From an optimization exercise on the open Yosys and OpenROAD flow, aimed at small area; shortcuts taken in it are not production practice. At most, simulation tests tie the RTL to the original design; equivalence was not proved. Only the layout flow was run in run 4; the RTL was not checked for function there. Power figures rest on the tool's default switching activity, not on a simulated workload. The flow treats the clock pin as an ideal source, which a real chip does not have.

==> design.v <==
module sample_pack_8 #(
    parameter int width       = 48,
    parameter int width_group = 384
) (
    input  logic                   clk,
    input  logic                   rst_n,
    input  logic                   clr,
    input  logic                   in_valid,
    output logic                   in_ready,
    input  logic [width-1:0]       in_data,
    output logic                   out_valid,
    input  logic                   out_ready,
    output logic [width_group-1:0] out_data,
    output logic [2:0]             fill_cnt
);
    logic                   hold_q;
    logic [2:0]             fill_q;
    logic                   out_valid_q;
    logic [width_group-1:0] asm_q;
    wire  [width_group-1:0] asm_d;
    logic [width_group-1:0] out_data_q;
    logic                   accept;
    logic                   out_free;
    logic                   last;
    logic [7:0]             asm_load, asm_keep;
    logic                   out_load, out_keep;
    wire  [width_group-1:0] out_d;
    assign in_ready  = rst_n && !hold_q;
    assign accept    = in_valid && in_ready && !clr;
    assign out_free  = !out_valid_q || out_ready;
    assign last      = (fill_q == 3'd7);
    assign out_valid = out_valid_q;
    assign out_data  = out_data_q;
    assign fill_cnt  = fill_q;
    always_ff @(posedge clk) begin
        if (!rst_n) begin
            hold_q      <= 1'b0;
            fill_q      <= 3'd0;
            out_valid_q <= 1'b0;
        end else begin
            if (clr) begin
                fill_q <= 3'd0;
                hold_q <= 1'b0;
            end else if (accept) begin
                fill_q <= fill_q + 3'd1;
                if (last && !out_free) hold_q <= 1'b1;
            end else if (hold_q && out_free) begin
                hold_q <= 1'b0;
            end
            if ((accept && last) || (hold_q && !clr)) begin
                if (out_free) out_valid_q <= 1'b1;
            end else if (out_ready) begin
                out_valid_q <= 1'b0;
            end
        end
    end
    always_comb begin
        for (int s = 0; s < 8; s++) begin
            asm_load[s] = !hold_q && in_valid && fill_q == 3'(s);
            asm_keep[s] = hold_q || fill_q > 3'(s);
        end
    end
    genvar g;
    generate
    for (g = 0; g < 8; g++) begin : g_slot
        sample_pack_8_sel #(.width(width)) u_asm (
            .a(in_data), .a_en(asm_load[g]),
            .b(asm_q[g*width +: width]), .b_en(asm_keep[g]),
            .y(asm_d[g*width +: width])
        );
        sample_pack_8_sel #(.width(width)) u_out (
            .a(g == 7 ? asm_d[g*width +: width] : asm_q[g*width +: width]), .a_en(out_load),
            .b(out_data_q[g*width +: width]), .b_en(out_keep),
            .y(out_d[g*width +: width])
        );
    end
    endgenerate
    always_ff @(posedge clk) begin
        asm_q <= asm_d;
    end
    assign out_load = out_free && (hold_q || (in_valid && last));
    assign out_keep = out_valid_q && !out_ready;
    always_ff @(posedge clk) begin
        out_data_q <= out_d;
    end
endmodule
module sample_pack_8_sel #(
    parameter int width = 48
) (
    input  logic [width-1:0] a,
    input  logic             a_en,
    input  logic [width-1:0] b,
    input  logic             b_en,
    output logic [width-1:0] y
);
    assign y = (a & {width{a_en}}) | (b & {width{b_en}});
endmodule
==> flow/run.sh <==
#!/bin/bash
# Standard ORFS layout with smaller port buffers and a leaner clock tree.
set -euo pipefail
cd "$(dirname "$0")/.."
export BUFFER_PORTS_ARGS="-buffer_cell sky130_fd_sc_hd__buf_1"
export CTS_ARGS="-sink_clustering_enable -repair_clock_nets -dont_use_dummy_load -buf_list sky130_fd_sc_hd__clkbuf_8 -sink_clustering_size 18 -sink_clustering_max_diameter 60"
bash standard.sh > flow_make.log 2>&1
==> standard.sh <==
#!/bin/bash
# synth_recipe.tcl (not shown) runs the flow's synth.tcl, then flattens the netlist and writes it again
# the make line also repeats each setting of config.mk as NAME=value (left out here)
make -C /OpenROAD-flow-scripts/flow DESIGN_CONFIG=/design/flow/config.mk WORK_HOME=/design/flow/orfs CLKGATE_MAP_FILE= SYNTH_SCRIPT=/design/flow/synth_recipe.tcl "${@:-finish}"
==> config.mk <==
export PLATFORM = sky130hd
export DESIGN_NAME = sample_pack_8
export DESIGN_NICKNAME = sample_pack_8
export VERILOG_FILES = /design/flow/design.v
export SDC_FILE = /design/flow/constraint.sdc
export NUM_CORES = 4
export LEC_CHECK = 0
export CAP_MARGIN = 0
export CORE_MARGIN = 2
export CORE_UTILIZATION = 70
export PLACE_DENSITY = 0.85
export SLEW_MARGIN = 0
export SYNTH_HIERARCHICAL = 1
export SYNTH_MINIMUM_KEEP_SIZE = 0
==> constraint.sdc <==
create_clock -name core_clock -period 4.0 [get_ports {clk}]
set_input_delay 0.8000 -clock core_clock [delete_from_list [all_inputs] [get_ports {clk}]]
set_output_delay 0.8000 -clock core_clock [all_outputs]
set_load 0.01 [all_outputs]
==> results of run 1 <==
synthesized netlist by cell type:
master      n
mux2i_1     1
a22o_1    768
a21boi_1    1
nand2b_1    2
buf_2      65
o21ai_0     6
buf_4       1
inv_1       3
dfxtp_1   773
and3_2      1
ha_1        7
o31ai_2     1
xnor2_1     1
and2_1      3
and3_1      3
nor2_1      6
a211oi_1    1
a21oi_1     3
buf_6      96
nand2_1     3
nor2b_1     2
inv_2       2
nor3_1      3
layout by cell type, fill, tap and decap left out, types with 3 or more instances in the layout:
cell type / count
buf_12: 5
a22o_1: 768
buf_4: 14
a21oi_1: 3
buf_1: 441
ha_1: 7
and3_2: 4
dfxtp_1: 773
o21ai_4: 4
clkbuf_8: 49
nor2_1: 5
cells by family after synthesis:
| family | Yosys count |
|---|---|
| compound gates | 780 |
| flops | 773 |
| buf+inv | 167 |
| simple gates | 23 |
| fa+ha+maj | 7 |
| xor+xnor | 1 |
| mux | 1 |
flip-flops by register name (all words and copies together), names as in the netlist:
register,flops
out_data_q,384
fill_q,3
out_valid_q,1
hold_q,1
asm_q,384
cell type report:
type,instances,share of cell area [%]
multi-input combinational,812,27.7
clock buffer,49,2.62
timing repair buffer,460,7.24
inverter,5,0.102
tap,448,2.18
sequential,773,60.2
critical path: cells and delay by family (launching register included):
family	cells	cell delay (ns)
AO/OA/AOI/OAI	2	0.88
adder cells (fa/ha/maj)	1	0.35
flip-flops	1	0.53
buffers and inverters	2	0.76
metrics by stage:
stage | std cells | utilization (%) | worst slack, ns | cell area, um^2 | hold slack [ns]
4_1_cts | 2547 | 76.5 | 1.42 | 25700 | 0.433
6_report | 2547 | 76.5 | 1.41 | 25700 | 0.441
3_3_place_gp | 2498 | 74.5 | 1.26 | 25000 | 0.449
2_1_floorplan | 1752 | - | 1.33 | 23900 | 0.440
5_1_grt | 2547 | 76.5 | 1.32 | 25700 | 0.444
3_5_place_dp | 2498 | 74.5 | 1.15 | 25000 | 0.451
worst max-delay path by stage:
stage / to / cells after the start
finish: asm_q[56] / 5
global placement: out_data_q[380] / 5
floorplan: out_data_q[123] / 6
CTS: asm_q[258] / 5
global route: asm_q[258] / 5
detailed placement: out_data_q[375] / 5
power breakdown:
group          switching, W  internal [W]  leakage (nW)
combinational      0.000217     0.0000738          3.17
sequential        0.0000446       0.00776          6.24
clock               0.00219       0.00110         0.352
total               0.00246       0.00894          9.76
per-layer routing:
layer / global-route usage [%] / wire, um
met1: 47.2 / 26000
met2: 50.9 / 27900
met3: 8.77 / 6480
met4: 14.3 / 2770
met5: 0 / 0
==> implementation parameters, run 1 <==
Parameter                              Value

Status
  Run status    finished clean

Clock tree
  Root Buffer Master    clkbuf_8
  Clock buffer count from CTS    49
  Hold-fix buffers, CTS    0
  Post-cts gate resize count    0
  Number of levels in the clock H-tree    2
  TritonCTS clock tree    yes
  Setup repair bufs after CTS    0
  Clock latency on the worst-skew pair    0.60 ns
  Clock Sinks    773
  Clk buf depth    3
  Clock transition at the registers of the reported paths    0.10 ns

Critical path
  Capturing point of the worst reg2reg path    asm_q[56]
  Reg-to-reg critical path startpoint    fill_q[1]
  Crit path DAT    3.13 ns
  Worst-path fanout max    28
  Register-to-register setup slack    1.41 ns
  Startpoint type of the worst setup path    flip-flop
  WP data required    4.54 ns
  Cell chain of the critical path    inv_1 > ha_1 > o21ai_4 > buf_4 > a22o_1
  Slowest-stage cell, CP    o21ai_4
  Slowest stage delay, CP    0.68 ns
  Start point of the critical path    fill_q[1]
  Path type of the worst setup path    reg -> reg
  Worst Reg-to-Reg Cells    5
  Crit. End Element    flip-flop

Floorplanning
  Die height    189 um
  Die Footprint    35700 um^2
  Die boundary width    189 um
  Count of standard-cell rows    67
  I/O pin cnt    442
  Placeable core region    33600 um^2
  Initial cell density of the core    71.2%

Pwr
  LEAKAGE    9.76 nW
  Power per cell area    443 nW/um^2
  Max IR drop VDD    0.352 mV
  Total power draw    0.0114 W

Finish
  # nets final    2161
  Fraction of layout cells with a size suffix above 1    4.19%
  Area taken by multi-input logic gates    7120 um^2
  Synthesis-to-layout area growth    7.45%
  Ant. Diodes    0
  Filler Cells Inserted    2215
  Storage cell area    15500 um^2

Synthesis
  Total of warnings raised by yosys    7
  Post-Synth Simple-Gate Area    0.497%
  Gate count after technology mapping    1752
  Synth top area cells    dfxtp_1 65%, a22o_1 28%, buf_6 4.5%
  Combinational family with the most area after synthesis    compound AO/OA/AOI/OAI gates
  Adder and majority cell fraction of the synthesized area    0.366%
  Total nets after synthesis    1812
  Sequential fraction of the synthesis area    64.7%
  Fraction of synthesized cell area taken by the top area cell type    64.7%
  Synthesized area    23900 um^2
  Post-synthesis area per instance    13.7 um^2
  Multiplexer share of the synthesized area    0.0418%
  Post-synthesis cell type count    23
  Top cell type by total area after synthesis    dfxtp_1
  Compound-Gate Fraction of Synth Area    28.4%
  Share of the synthesized netlist area taken by xor and xnor gates    0.0366%
  Synthesized flop and latch total    773

STA
  Clock period minus worst slack    2.59 ns
  Final-report hold violation count    0
  Worst clock skew    0.0449 ns
  Max Clk Rate    386 MHz
  Worst rel slew slack    17.1%
  Transition at the pin with the smallest max-transition slack    1.24 ns
  Max-slew violations    0
  Final-layout setup total negative slack    0 ns
  Fin crit share    64.8%
  # setup viols final    0
  Setup repair after global routing missed its margin    no

Min path
  Sink of the worst hold path    out_data_q[154]
  Worst Min Path Start    asm_q[154]
  Class of the worst hold path    reg -> reg
  Cell depth of the worst min-delay path    1

Detailed routing
  WL/cell    24.8 um
  Pre-Repair DR Iteration Count    5
  Total via count after detailed routing    16800
  Residual DRC count    0
  Via density    6.60
  Total Routed Length    63200 um
  First-iteration detailed-routing DRC count    1803
  Number of antenna-violating nets in the routed design    0

Placed design
  Routability congestion estimate    0.807
  # port buffers    441
  Placed wire-length estimate    39000 um

Global route
  Vias in the first global route    16200
  Number of antenna violations at the first check in global routing    0
  Total grt overflow    0
  Overall routing resource usage    34.0%
  Global-route wire length before repair    95300 um
  Pin count of the biggest net entering global routing    196

Job
  Maximum Capacitance Violations    0
==> run 2: changes to the inputs <==
==> flow/run.sh (replaced) <==
#!/bin/bash
# Standard ORFS layout with smaller port buffers and a leaner clock tree.
set -euo pipefail
cd "$(dirname "$0")/.."
export BUFFER_PORTS_ARGS="-buffer_cell sky130_fd_sc_hd__buf_1"
export CTS_ARGS="-sink_clustering_enable -repair_clock_nets -dont_use_dummy_load -buf_list sky130_fd_sc_hd__clkbuf_16 -sink_clustering_buffer sky130_fd_sc_hd__clkbuf_8 -sink_clustering_size 19 -sink_clustering_max_diameter 60"
bash standard.sh > flow_make.log 2>&1
==> implementation parameters, run 2 <==
Parameter                              Value

Pwr
  Sw power    0.00246 W (about the same)
  LEAKAGE    9.77 nW (was 9.76 nW)
  Total power draw    0.0115 W (was 0.0114 W)
  Fraction of power spent switching nets    21.5% (was 21.6%)
  Proportion of power drawn by combinational gates    2.5% (was 2.6%)
  Proportion of power drawn by the clock network    29.3% (was 28.9%)
  Internal cell power    0.00900 W (was 0.00894 W)
  Part of the power in registers    68.1% (was 68.5%)
  Max IR drop VDD    0.338 mV (was 0.352 mV)
  Power per cell area    446 nW/um^2 (was 443 nW/um^2)

Global route
  Overall routing resource usage    34.3% (was 34.0%)
  Number of antenna violations at the first check in global routing    0 (unchanged)
  Total grt overflow    0 (unchanged)
  Pin count of the biggest net entering global routing    196 (unchanged)
  Global-route wire length before repair    95700 um (was 95300 um)
  Vias in the first global route    16200 (about the same)

Clock tree
  TritonCTS clock tree    yes (unchanged)
  Clock Sinks    773 (unchanged)
  Clk buf depth    3 (unchanged)
  Root Buffer Master    clkbuf_16 (was clkbuf_8)
  Clock buffer count from CTS    46 (was 49)
  Hold-fix buffers, CTS    0 (unchanged)
  Post-cts gate resize count    0 (unchanged)
  Clock transition at the registers of the reported paths    0.11 ns (was 0.10 ns)
  Setup repair bufs after CTS    0 (unchanged)
  Clock latency on the worst-skew pair    0.55 ns (was 0.60 ns)
  Number of levels in the clock H-tree    2 (unchanged)

Floorplanning
  Placeable core region    33600 um^2 (unchanged)
  I/O pin cnt    442 (unchanged)
  Die height    189 um (unchanged)
  Count of standard-cell rows    67 (unchanged)
  Initial cell density of the core    71.2% (unchanged)
  Die Footprint    35700 um^2 (unchanged)
  Die boundary width    189 um (unchanged)

Finish
  # nets final    2158 (was 2161)
  Commonest cells after routing, fill and taps aside    773 x dfxtp_1, 768 x a22o_1, 441 x buf_1 (unchanged)
  Largest registers    asm_q: 384 flops, out_data_q: 384 flops, fill_q: 3 flops (unchanged)
  Leading cell type in the layout, fill and taps excluded    dfxtp_1 (unchanged)
  Synthesis-to-layout area growth    7.51% (was 7.45%)
  Fraction of layout cells with a size suffix above 1    4.06% (was 4.19%)
  Ant. Diodes    0 (unchanged)

Synthesis
  Synth top area cells    dfxtp_1 65%, a22o_1 28%, buf_6 4.5% (unchanged)
  Post-synthesis cell type count    23 (unchanged)
  Synthesized flop and latch total    773 (unchanged)
  Gate count after technology mapping    1752 (unchanged)
  Post-synthesis area per instance    13.7 um^2 (unchanged)
  Total nets after synthesis    1812 (unchanged)
  Sequential fraction of the synthesis area    64.7% (unchanged)
  Top FF cell, synth    dfxtp_1 (unchanged)
  Synthesized area    23900 um^2 (unchanged)
  Top-count cell post-synth    dfxtp_1 (unchanged)
  Total of warnings raised by yosys    7 (unchanged)
  FFs w/ async S/R, synth    0% (unchanged)
  Top cells by count, synth    773 x dfxtp_1, 768 x a22o_1, 96 x buf_6 (unchanged)
  Top cell type by total area after synthesis    dfxtp_1 (unchanged)
  Fraction of synthesized cell area taken by the top area cell type    64.7% (unchanged)
  Number of enable flip-flop cells after synthesis    0 (unchanged)

STA
  Final-report hold violation count    0 (unchanged)
  Worst rel slew slack    15.0% (was 17.1%)
  Max-slew violations    0 (unchanged)
  Fin crit share    64.8% (about the same)
  Transition at the pin with the smallest max-transition slack    1.27 ns (was 1.24 ns)
  Clock period minus worst slack    2.59 ns (about the same)
  Final-layout setup total negative slack    0 ns (unchanged)
  # setup viols final    0 (unchanged)
  Max Clk Rate    386 MHz (about the same)
  Worst clock skew    0.0221 ns (was 0.0449 ns)
  Setup repair after global routing missed its margin    no (unchanged)

Critical path
  WP data required    4.48 ns (was 4.54 ns)
  Path type of the worst setup path    reg -> reg (unchanged)
  Startpoint type of the worst setup path    flip-flop (unchanged)
  Slowest stage delay, CP    1.11 ns (was 0.68 ns)
  Slowest-stage cell, CP    and3_2 (was o21ai_4)
  Cell chain of the critical path    inv_1 > ha_1 > and3_2 > a22o_1 (was inv_1 > ha_1 > o21ai_4 > buf_4 > a22o_1)
  Crit. End Element    flip-flop (unchanged)
  Worst-path fanout max    48 (was 28)
  Crit path DAT    3.08 ns (was 3.13 ns)

Detailed routing
  Met3 routed WL    6580 um (was 6480 um)
  WL/cell    24.9 um (was 24.8 um)
  Number of antenna-violating nets in the routed design    0 (unchanged)
  Pre-Repair DR Iteration Count    5 (unchanged)
  Total Routed Length    63400 um (was 63200 um)
  Top layer used by detailed routing    met4 (unchanged)
  Residual DRC count    0 (unchanged)
  Via density    6.58 (was 6.60)
  First-iteration detailed-routing DRC count    1765 (was 1803)
  Met2 layer wire length in the routed design    28000 um (was 27900 um)
  Total via count after detailed routing    16700 (was 16800)
  Met1 routed wirelength after detailed routing    26200 um (was 26000 um)

Placed design
  Routability congestion estimate    0.807 (unchanged)
  Placed wire-length estimate    39000 um (unchanged)
  # port buffers    441 (unchanged)

Job
  Maximum Capacitance Violations    0 (unchanged)

Status
  Run status    finished clean (unchanged)

Min path
  Class of the worst hold path    reg -> reg (unchanged)
run 2: changes by cell type in the layout (fill, tap and decap cells not counted):
cell	previous run	this run
clkbuf_16	0	5
clkbuf_8	49	41
run 2: power groups by stage:
stage                     sequential, W  clock (W)  combinational (W)
after global placement          0.00798          0           0.000278
final                           0.00781    0.00336           0.000291
after detailed placement        0.00798          0           0.000283
after CTS                       0.00781    0.00338           0.000284
after global routing            0.00782    0.00367           0.000303
after floorplan                 0.00797          0           0.000146
run 2: path summary, 6_finish.rpt:
path,from,end,slack (ns),cells past startpoint
worst max register to register,fill_q[1],asm_q[94],1.41,4
worst max-delay path,fill_q[1],asm_q[94],1.41,4
worst min-delay path,out_data_q[86],out_data_q[86],0.48,1
worst min register to register,out_data_q[86],out_data_q[86],0.48,1
run 2: area by class of cell:
cell class                 instances  area (um^2)
fill                            2205         7890
clock buffer                      46          689
inverter                           5         26.3
sequential                       773        15500
multi-input combinational        812         7120
tap                              448          561
timing repair buffer             460         1860
run 2: routing by layer:
| layer | track usage, % | vias to the layer above |
|---|---|---|
| met1 | 47.2 | 8299 |
| met3 | 9.27 | 157 |
| met2 | 51.5 | 875 |
| met4 | 13.9 | 0 |
| li1 | - | 7396 |
| met5 | 0 | - |
run 2: critical path: cells and delay by family (launching register included):
kind | cells | cell delay (ns)
buf+inv | 1 | 0.29
simple gates | 1 | 1.11
compound gates | 1 | 0.29
fa+ha+maj | 1 | 0.39
flops | 1 | 0.42
run 2: per-stage QoR:
step           setup slack (ns)  hold WS [ns]  instances  util (%)  instance area, um^2
2_1_floorplan              1.33         0.440       1752         -                23900
3_3_place_gp               1.26         0.449       2498      74.5                25000
3_5_place_dp               1.15         0.451       2498      74.5                25000
4_1_cts                    1.42         0.481       2544      76.5                25700
5_1_grt                    1.31         0.488       2544      76.5                25700
6_report                   1.41         0.478       2544      76.5                25700
run 2: logic make-up after synthesis:
| kind of cell | synth area share [%] |
|---|---|
| AND/OR/NAND/NOR | 0.497 |
| XOR/XNOR | 0.0366 |
| AO/OA/AOI/OAI | 28.4 |
| buffers and inverters | 5.99 |
| adder cells (fa/ha/maj) | 0.366 |
| multiplexers | 0.0418 |
| flip-flops | 64.7 |
==> run 3: changes to the inputs <==
==> flow/run.sh (replaced) <==
#!/bin/bash
# Standard ORFS layout with smaller port buffers and a leaner clock tree.
set -euo pipefail
cd "$(dirname "$0")/.."
export BUFFER_PORTS_ARGS="-buffer_cell sky130_fd_sc_hd__buf_1"
export CTS_ARGS="-sink_clustering_enable -repair_clock_nets -dont_use_dummy_load -buf_list sky130_fd_sc_hd__clkbuf_16 -sink_clustering_size 36 -sink_clustering_max_diameter 80"
bash standard.sh > flow_make.log 2>&1
==> implementation parameters, run 3 <==
Parameter                              Value

Status
  Run status    finished clean (unchanged)

STA
  Clock period minus worst slack    2.64 ns (was 2.59 ns)
  Fin crit share    66.0% (was 64.8%)
  Final-layout setup total negative slack    0 ns (unchanged)
  Setup slack of the critical path after layout    1.36 ns (was 1.41 ns)
  Worst rel slew slack    14.3% (was 15.0%)
  Worst clock skew    0.0336 ns (was 0.0221 ns)
  Setup repair after global routing missed its margin    no (unchanged)
  Max-slew violations    0 (unchanged)
  Max Clk Rate    379 MHz (was 386 MHz)
  # setup viols final    0 (unchanged)
  Final-report hold violation count    0 (unchanged)
  Transition at the pin with the smallest max-transition slack    1.29 ns (was 1.27 ns)

Placed design
  Pre-CTS setup slack    1.15 ns (unchanged)
  Routability congestion estimate    0.807 (unchanged)
  Total placed instance area    25000 um^2 (unchanged)
  Placed wire-length estimate    39000 um (unchanged)
  # port buffers    441 (unchanged)

Critical path
  Largest delay share family, worst path    simple AND/OR/NAND/NOR gates (unchanged)
  Slowest-stage cell, CP    and3_2 (unchanged)
  Startpoint type of the worst setup path    flip-flop (unchanged)
  Slowest stage delay, CP    1.11 ns (about the same)
  Crit. End Element    flip-flop (unchanged)
  Buffers plus inverters on the worst setup path    1 (unchanged)
  Cell chain of the critical path    inv_1 > ha_1 > and3_2 > a22o_1 (unchanged)
  WP data required    4.50 ns (was 4.48 ns)
  Number of cells on the critical path    4 (unchanged)
  Crit path DAT    3.14 ns (was 3.08 ns)
  Worst-path fanout max    48 (unchanged)
  Worst Reg-to-Reg Cells    4 (unchanged)
  Path type of the worst setup path    reg -> reg (unchanged)

Clock tree
  Clock latency on the worst-skew pair    0.59 ns (was 0.55 ns)
  Clock transition at the registers of the reported paths    0.13 ns (was 0.11 ns)
  Hold-fix buffers, CTS    0 (unchanged)
  Setup repair bufs after CTS    0 (unchanged)
  Clock buffer count from CTS    26 (was 46)
  Number of levels in the clock H-tree    1 (was 2)
  TritonCTS clock tree    yes (unchanged)
  Clock Sinks    773 (unchanged)
  Root Buffer Master    clkbuf_16 (unchanged)
  Clk buf depth    3 (unchanged)
  Post-cts gate resize count    0 (unchanged)

Synthesis
  Total nets after synthesis    1812 (unchanged)
  Top-count cell post-synth    dfxtp_1 (unchanged)
  Post-synthesis cell type count    23 (unchanged)
  Post-synthesis area per instance    13.7 um^2 (unchanged)
  FFs w/ async S/R, synth    0% (unchanged)
  Top FF cell, synth    dfxtp_1 (unchanged)
  Gate count after technology mapping    1752 (unchanged)
  Synthesized area    23900 um^2 (unchanged)
  Sequential fraction of the synthesis area    64.7% (unchanged)
  Synth top area cells    dfxtp_1 65%, a22o_1 28%, buf_6 4.5% (unchanged)
  Top cell type by total area after synthesis    dfxtp_1 (unchanged)
  Fraction of synthesized cell area taken by the top area cell type    64.7% (unchanged)
  Top cells by count, synth    773 x dfxtp_1, 768 x a22o_1, 96 x buf_6 (unchanged)
  Total of warnings raised by yosys    7 (unchanged)
  Synthesized flop and latch total    773 (unchanged)
  Number of enable flip-flop cells after synthesis    0 (unchanged)

Finish
  Commonest cells after routing, fill and taps aside    773 x dfxtp_1, 768 x a22o_1, 441 x buf_1 (unchanged)
  # nets final    2138 (was 2158)
  Fraction of the core area covered by cells at the end of the flow    76.4% (was 76.5%)
  Largest registers    asm_q: 384 flops, out_data_q: 384 flops, fill_q: 3 flops (unchanged)
  Fraction of layout cells with a size suffix above 1    3.13% (was 4.06%)
  Ant. Diodes    0 (unchanged)
  Design area    25700 um^2 (about the same)
  Filler Cells Inserted    2191 (was 2205)
  Leading cell type in the layout, fill and taps excluded    dfxtp_1 (unchanged)
  Area taken by multi-input logic gates    7120 um^2 (unchanged)
  Synthesis-to-layout area growth    7.35% (was 7.51%)
  Storage cell area    15500 um^2 (unchanged)

Detailed routing
  First-iteration detailed-routing DRC count    1659 (was 1765)
  WL/cell    24.9 um (about the same)
  Residual DRC count    0 (unchanged)
  Number of antenna-violating nets in the routed design    0 (unchanged)
  Via density    6.62 (was 6.58)
  Total via count after detailed routing    16700 (about the same)
  Total Routed Length    62900 um (was 63400 um)
  Pre-Repair DR Iteration Count    5 (unchanged)

Global route
  Met1 Resource Use GR    46.6% (was 47.2%)
  Layer with the highest usage    met2 (unchanged)
  Routing usage on met3    8.64% (was 9.27%)
  Total grt overflow    0 (unchanged)
  Global-route wire length before repair    95000 um (was 95700 um)
  Overall routing resource usage    33.8% (was 34.3%)
  GR Layer Usage met2    51.4% (was 51.5%)
  Pin count of the biggest net entering global routing    196 (unchanged)
  Vias in the first global route    16100 (was 16200)
  Number of antenna violations at the first check in global routing    0 (unchanged)

Floorplanning
  Initial cell density of the core    71.2% (unchanged)
  Die Footprint    35700 um^2 (unchanged)
  Die height    189 um (unchanged)
  Count of standard-cell rows    67 (unchanged)
  Die boundary width    189 um (unchanged)
  I/O pin cnt    442 (unchanged)
  Placeable core region    33600 um^2 (unchanged)

Pwr
  LEAKAGE    9.73 nW (was 9.77 nW)
  Power per cell area    444 nW/um^2 (was 446 nW/um^2)
  Max IR drop VDD    0.353 mV (was 0.338 mV)
  Total power draw    0.0114 W (was 0.0115 W)

Job
  Maximum Capacitance Violations    0 (unchanged)

Min path
  Class of the worst hold path    reg -> reg (unchanged)
  Cell depth of the worst min-delay path    1 (unchanged)
-- run 3: cell count changes in the layout (fill, tap and decap cells not counted) --
cell / before / now
clkbuf_16: 5 / 26
clkbuf_8: 41 / 0
-- run 3: final timing paths --
check / startpoint / endpoint / slack, ns
max: fill_q[1] / asm_q[58] / 1.36
min: asm_q[154] / out_data_q[154] / 0.46
max reg2reg: fill_q[1] / asm_q[58] / 1.36
min reg2reg: asm_q[154] / out_data_q[154] / 0.46
-- run 3: cell families after synthesis --
| kind of cell | count (synthesis) | share of synthesized area (%) |
|---|---|---|
| AOI/OAI and AO/OA | 780 | 28.4 |
| xor gates and xnor gates | 1 | 0.0366 |
| adders and majority gates | 7 | 0.366 |
| buffers and inverters | 167 | 5.99 |
| DFF | 773 | 64.7 |
| muxes | 1 | 0.0418 |
| and+or+nand+nor | 23 | 0.497 |
-- run 3: report_power, final --
part,internal (W),switching (W)
Clock,0.00118,0.00212
Combinational,0.0000738,0.000218
Sequential,0.00777,0.0000445
-- run 3: metrics by stage --
step / hold slack [ns] / cells
detailed placement: 0.451 / 2498
finish: 0.463 / 2524
global route: 0.449 / 2524
CTS: 0.442 / 2524
global placement: 0.449 / 2498
floorplan: 0.440 / 1752
-- run 3: routing by layer --
layer  routed length, um  vias to the layer above  share of wire [%]
li1                    -                     7378                  -
met1               25800                     8318                 41
met2               27900                      883                 44
met3                6670                      142                 11
met4                2590                        0                4.1
met5                   0                        -                  0
-- run 3: area by class of cell --
type                       count  area share (%)
multi-input combinational    812            27.7
clock buffer                  26            2.53
sequential                   773            60.2
inverter                       5           0.102
tap                          448            2.18
timing repair buffer         460            7.24
==> run 4: changes to the inputs <==
--- a/design.v
+++ b/design.v
@@ -23,7 +23,6 @@
     logic                   out_free;
     logic                   last;
     logic [7:0]             asm_load, asm_keep;
-    logic                   out_load, out_keep;
     wire  [width_group-1:0] out_d;
     assign in_ready  = rst_n && !hold_q;
     assign accept    = in_valid && in_ready && !clr;
@@ -68,9 +67,15 @@
             .b(asm_q[g*width +: width]), .b_en(asm_keep[g]),
             .y(asm_d[g*width +: width])
         );
+        logic out_load_s, out_keep_s;
+        sample_pack_8_outctl u_ctl (
+            .out_valid_q(out_valid_q), .out_ready(out_ready), .hold_q(hold_q),
+            .in_valid(in_valid), .last(last),
+            .out_load(out_load_s), .out_keep(out_keep_s)
+        );
         sample_pack_8_sel #(.width(width)) u_out (
-            .a(g == 7 ? asm_d[g*width +: width] : asm_q[g*width +: width]), .a_en(out_load),
-            .b(out_data_q[g*width +: width]), .b_en(out_keep),
+            .a(g == 7 ? asm_d[g*width +: width] : asm_q[g*width +: width]), .a_en(out_load_s),
+            .b(out_data_q[g*width +: width]), .b_en(out_keep_s),
             .y(out_d[g*width +: width])
         );
     end
@@ -78,8 +83,6 @@
     always_ff @(posedge clk) begin
         asm_q <= asm_d;
     end
-    assign out_load = out_free && (hold_q || (in_valid && last));
-    assign out_keep = out_valid_q && !out_ready;
     always_ff @(posedge clk) begin
         out_data_q <= out_d;
     end
@@ -95,3 +98,15 @@
 );
     assign y = (a & {width{a_en}}) | (b & {width{b_en}});
 endmodule
+module sample_pack_8_outctl (
+    input  logic out_valid_q,
+    input  logic out_ready,
+    input  logic hold_q,
+    input  logic in_valid,
+    input  logic last,
+    output logic out_load,
+    output logic out_keep
+);
+    assign out_load = (!out_valid_q || out_ready) && (hold_q || (in_valid && last));
+    assign out_keep = out_valid_q && !out_ready;
+endmodule
==> flow/run.sh (replaced) <==
#!/bin/bash
# Standard ORFS layout with smaller port buffers and a leaner clock tree.
set -euo pipefail
cd "$(dirname "$0")/.."
export BUFFER_PORTS_ARGS="-buffer_cell sky130_fd_sc_hd__buf_1"
export CTS_ARGS="-sink_clustering_enable -repair_clock_nets -dont_use_dummy_load -buf_list sky130_fd_sc_hd__clkbuf_8 -sink_clustering_size 18 -sink_clustering_max_diameter 60"
bash standard.sh > flow_make.log 2>&1
==> implementation parameters, run 4 <==
Parameter                              Value

Floorplanning
  I/O pin cnt    442 (unchanged)
  Initial cell density of the core    71.6% (was 71.2%)
  Count of standard-cell rows    67 (unchanged)
  Die boundary width    190 um (was 189 um)
  Die height    190 um (was 189 um)
  Placeable core region    33700 um^2 (was 33600 um^2)
  Die Footprint    36000 um^2 (was 35700 um^2)

Detailed routing
  Pre-Repair DR Iteration Count    6 (was 5)
  WL/cell    26.6 um (was 24.9 um)
  Residual DRC count    0 (unchanged)
  Total via count after detailed routing    17300 (was 16700)
  Total Routed Length    68500 um (was 62900 um)
  First-iteration detailed-routing DRC count    1715 (was 1659)
  Via density    6.70 (was 6.62)
  Number of antenna-violating nets in the routed design    0 (unchanged)

Clock tree
  Root Buffer Master    clkbuf_8 (was clkbuf_16)
  Clock buffer count from CTS    49 (was 26)
  Number of levels in the clock H-tree    2 (was 1)
  Clock Sinks    773 (unchanged)
  Clock transition at the registers of the reported paths    0.11 ns (was 0.13 ns)
  Setup repair bufs after CTS    0 (unchanged)
  Clk buf depth    3 (unchanged)
  Hold-fix buffers, CTS    0 (unchanged)
  Post-cts gate resize count    0 (unchanged)
  Clock latency on the worst-skew pair    0.61 ns (was 0.59 ns)
  TritonCTS clock tree    yes (unchanged)

Placed design
  Placed wire-length estimate    43500 um (was 39000 um)
  Routability congestion estimate    0.849 (was 0.807)
  Pre-CTS setup slack    0.962 ns (was 1.15 ns)
  # port buffers    441 (unchanged)

Global route
  Total grt overflow    0 (unchanged)
  Vias in the first global route    16300 (was 16100)
  Pin count of the biggest net entering global routing    49 (was 196)
  Global-route wire length before repair    102000 um (was 95000 um)
  Number of antenna violations at the first check in global routing    3 (was 0)
  Overall routing resource usage    36.8% (was 33.8%)

STA
  Max-slew violations    0 (unchanged)
  # setup viols final    0 (unchanged)
  Fin crit share    71.6% (was 66.0%)
  Transition at the pin with the smallest max-transition slack    1.33 ns (was 1.29 ns)
  Final-layout setup total negative slack    0 ns (unchanged)
  Setup repair after global routing missed its margin    no (unchanged)
  Worst rel slew slack    10.9% (was 14.3%)
  Final-report hold violation count    0 (unchanged)
  Worst clock skew    0.0465 ns (was 0.0336 ns)
  Setup slack of the critical path after layout    1.14 ns (was 1.36 ns)
  Max Clk Rate    349 MHz (was 379 MHz)
  Clock period minus worst slack    2.86 ns (was 2.64 ns)

Critical path
  Crit path DAT    3.37 ns (was 3.14 ns)
  Buffers plus inverters on the worst setup path    0 (was 1)
  Worst-path fanout max    48 (unchanged)
  Slowest stage delay, CP    1.01 ns (was 1.11 ns)
  Start point of the critical path    fill_q[0] (was fill_q[1])
  Reg-to-reg critical path startpoint    fill_q[0] (was fill_q[1])
  Cell chain of the critical path    ha_1 > ha_1 > a21oi_1 > nor2_4 > a22o_1 (was inv_1 > ha_1 > and3_2 > a22o_1)
  Path type of the worst setup path    reg -> reg (unchanged)
  WP data required    4.50 ns (about the same)
  Slowest-stage cell, CP    nor2_4 (was and3_2)
  Largest delay share family, worst path    simple AND/OR/NAND/NOR gates (unchanged)
  Cell mode on critical path    ha_1
  Startpoint type of the worst setup path    flip-flop (unchanged)
  Crit. End Element    flip-flop (unchanged)
  Register-to-register setup slack    1.14 ns (was 1.36 ns)

Pwr
  Power per cell area    440 nW/um^2 (was 444 nW/um^2)
  LEAKAGE    9.83 nW (was 9.73 nW)
  Max IR drop VDD    0.352 mV (was 0.353 mV)

Finish
  Commonest cells after routing, fill and taps aside    773 x dfxtp_1, 768 x a22o_1, 441 x buf_1 (unchanged)
  Filler Cells Inserted    2208 (was 2191)
  # nets final    2188 (was 2138)
  Synthesis-to-layout area growth    7.51% (was 7.35%)
  Leading cell type in the layout, fill and taps excluded    dfxtp_1 (unchanged)
  Fraction of layout cells with a size suffix above 1    5.17% (was 3.13%)
  Largest registers    asm_q: 384 flops, out_data_q: 384 flops, fill_q: 3 flops (unchanged)

Synthesis
  Top cell type by total area after synthesis    dfxtp_1 (unchanged)
  Sequential fraction of the synthesis area    64.2% (was 64.7%)
  Synth top area cells    dfxtp_1 64%, a22o_1 28%, buf_6 4.5% (was dfxtp_1 65%, a22o_1 28%, buf_6 4.5%)
  Total of warnings raised by yosys    7 (unchanged)
  Top cells by count, synth    773 x dfxtp_1, 768 x a22o_1, 96 x buf_6 (unchanged)
  Top-count cell post-synth    dfxtp_1 (unchanged)
  Synthesized area    24100 um^2 (was 23900 um^2)
  Top FF cell, synth    dfxtp_1 (unchanged)
  Gate count after technology mapping    1771 (was 1752)
  Post-synthesis area per instance    13.6 um^2 (was 13.7 um^2)
  Fraction of synthesized cell area taken by the top area cell type    64.2% (was 64.7%)
  FFs w/ async S/R, synth    0% (unchanged)
  Total nets after synthesis    1830 (was 1812)
  Post-synthesis cell type count    27 (was 23)
  Synthesized flop and latch total    773 (unchanged)
  Number of enable flip-flop cells after synthesis    0 (unchanged)

Min path
  Class of the worst hold path    reg -> reg (unchanged)
  Worst Min Path Start    asm_q[251] (was asm_q[154])

Status
  Run status    finished clean (unchanged)

Job
  Maximum Capacitance Violations    0 (unchanged)
run 4: cell count changes in the layout (fill, tap and decap cells not counted), moves of 3 or more:
cell	before	now
clkbuf_8	0	49
nor2_4	1	8
a21oi_1	3	10
buf_12	5	0
nor2b_4	0	8
clkbuf_16	26	0
diode_2	0	3
buf_4	14	28
run 4: routing by layer:
metal  track usage [%]  routed length (um)  part of all wire (%)
met1              50.2               27500                    40
met3              8.82                7350                    11
met5                 0                   0                     0
met4              14.3                2930                   4.3
met2              57.1               30700                    45
run 4: where the power goes:
part / internal, W / switching [W]
sequential: 0.00776 / 0.0000435
combinational: 0.0000733 / 0.000224
clock: 0.00111 / 0.00220
run 4: path summary, 6_finish.rpt:
| kind | depth (start not counted) | to |
|---|---|---|
| setup / recovery | 5 | out_data_q[347] |
| hold reg to reg | 1 | out_data_q[251] |
| hold / removal | 1 | out_data_q[251] |
| setup reg to reg | 5 | out_data_q[347] |
run 4: through the flow:
stage / hold WS, ns / total power (W) / util [%] / instance area, um^2 / cells
2_1_floorplan: 0.440 / 0.00811 / - / 24100 / 1771
3_3_place_gp: 0.449 / 0.00826 / 74.9 / 25200 / 2526
3_5_place_dp: 0.450 / 0.00827 / 74.9 / 25200 / 2526
4_1_cts: 0.447 / 0.0114 / 76.9 / 25900 / 2575
5_1_grt: 0.490 / 0.0117 / 76.9 / 25900 / 2578
6_report: 0.454 / 0.0114 / 76.9 / 25900 / 2578
run 4: kinds of logic (layout without fill, tap and decap cells):
family                   count (synthesis)  in the layout  synth area share (%)
AO/OA/AOI/OAI                          787            787                  28.4
XOR/XNOR                                 1              1                0.0363
adder cells (fa/ha/maj)                  6              6                 0.311
buffers and inverters                  166            522                  5.93
flip-flops                             773            773                  64.2
multiplexers                             1              1                0.0415
other                                    0              3                     0
AND/OR/NAND/NOR                         37             37                  1.14
run 4: layout make-up:
cell class | instances | area (um^2) | area share [%]
diodes | 3 | 7.51 | 0.0290
inverters | 4 | 15.0 | 0.0579
clock buffers | 49 | 674 | 2.60
multi-input cells | 832 | 7330 | 28.3
flip-flops and latches | 773 | 15500 | 59.7
well taps | 448 | 561 | 2.16
repair buffers | 469 | 1870 | 7.20
run 4: Yosys stat by module, one instance, submodules excluded, excerpt:
module / area [um^2] / cells inside / flops+latches / times used
sample_pack_8: 15800 / 819 / 773 / 1
sample_pack_8_outctl: 25.0 / 3 / 0 / 8

[port drivers added, routing unchanged]
How much do the figures lean on ideal ports? The routed layouts below were timed once more, with nothing changed but the port constraints.
Step 1 (the two cells are an assumption about what drives the block):
set clk [get_ports {clk}]
set_driving_cell -lib_cell sky130_fd_sc_hd__clkbuf_16 $clk
set_driving_cell -lib_cell sky130_fd_sc_hd__buf_2 [delete_from_list [all_inputs] $clk]
Step 2 times the ports against the registers' clock, not the clock port: input delays grow and output delays shrink by t, the midpoint of the rising clock arrivals with the driver on.
a / b / c = ideal ports / drivers / drivers and shift; a / b = the first two.
run | t (ns) | setup slack, ns | hold slack, ns | clock arrival spread, ns | worst data-port slew with drivers (ns)
run 1 | 0.639 | 1.408 / 1.408 / 1.078 | 0.441 / 0.427 / 0.441 | 0.066 / 0.067 | 0.07
run 2 | 0.595 | 1.407 / 1.407 / 1.117 | 0.478 / 0.478 / 0.478 | 0.035 / 0.036 | 0.07
run 3 | 0.627 | 1.359 / 1.359 / 1.084 | 0.463 / 0.430 / 0.463 | 0.033 / 0.033 | 0.07
run 4 | 0.641 | 1.136 / 1.136 / 0.855 | 0.454 / 0.454 / 0.454 | 0.053 / 0.053 | 0.09
After both steps every run listed still meets setup and hold. The setup slack of run 1, which loses most, moves by 0.000 ns with the drivers and by -0.330 ns with both steps.
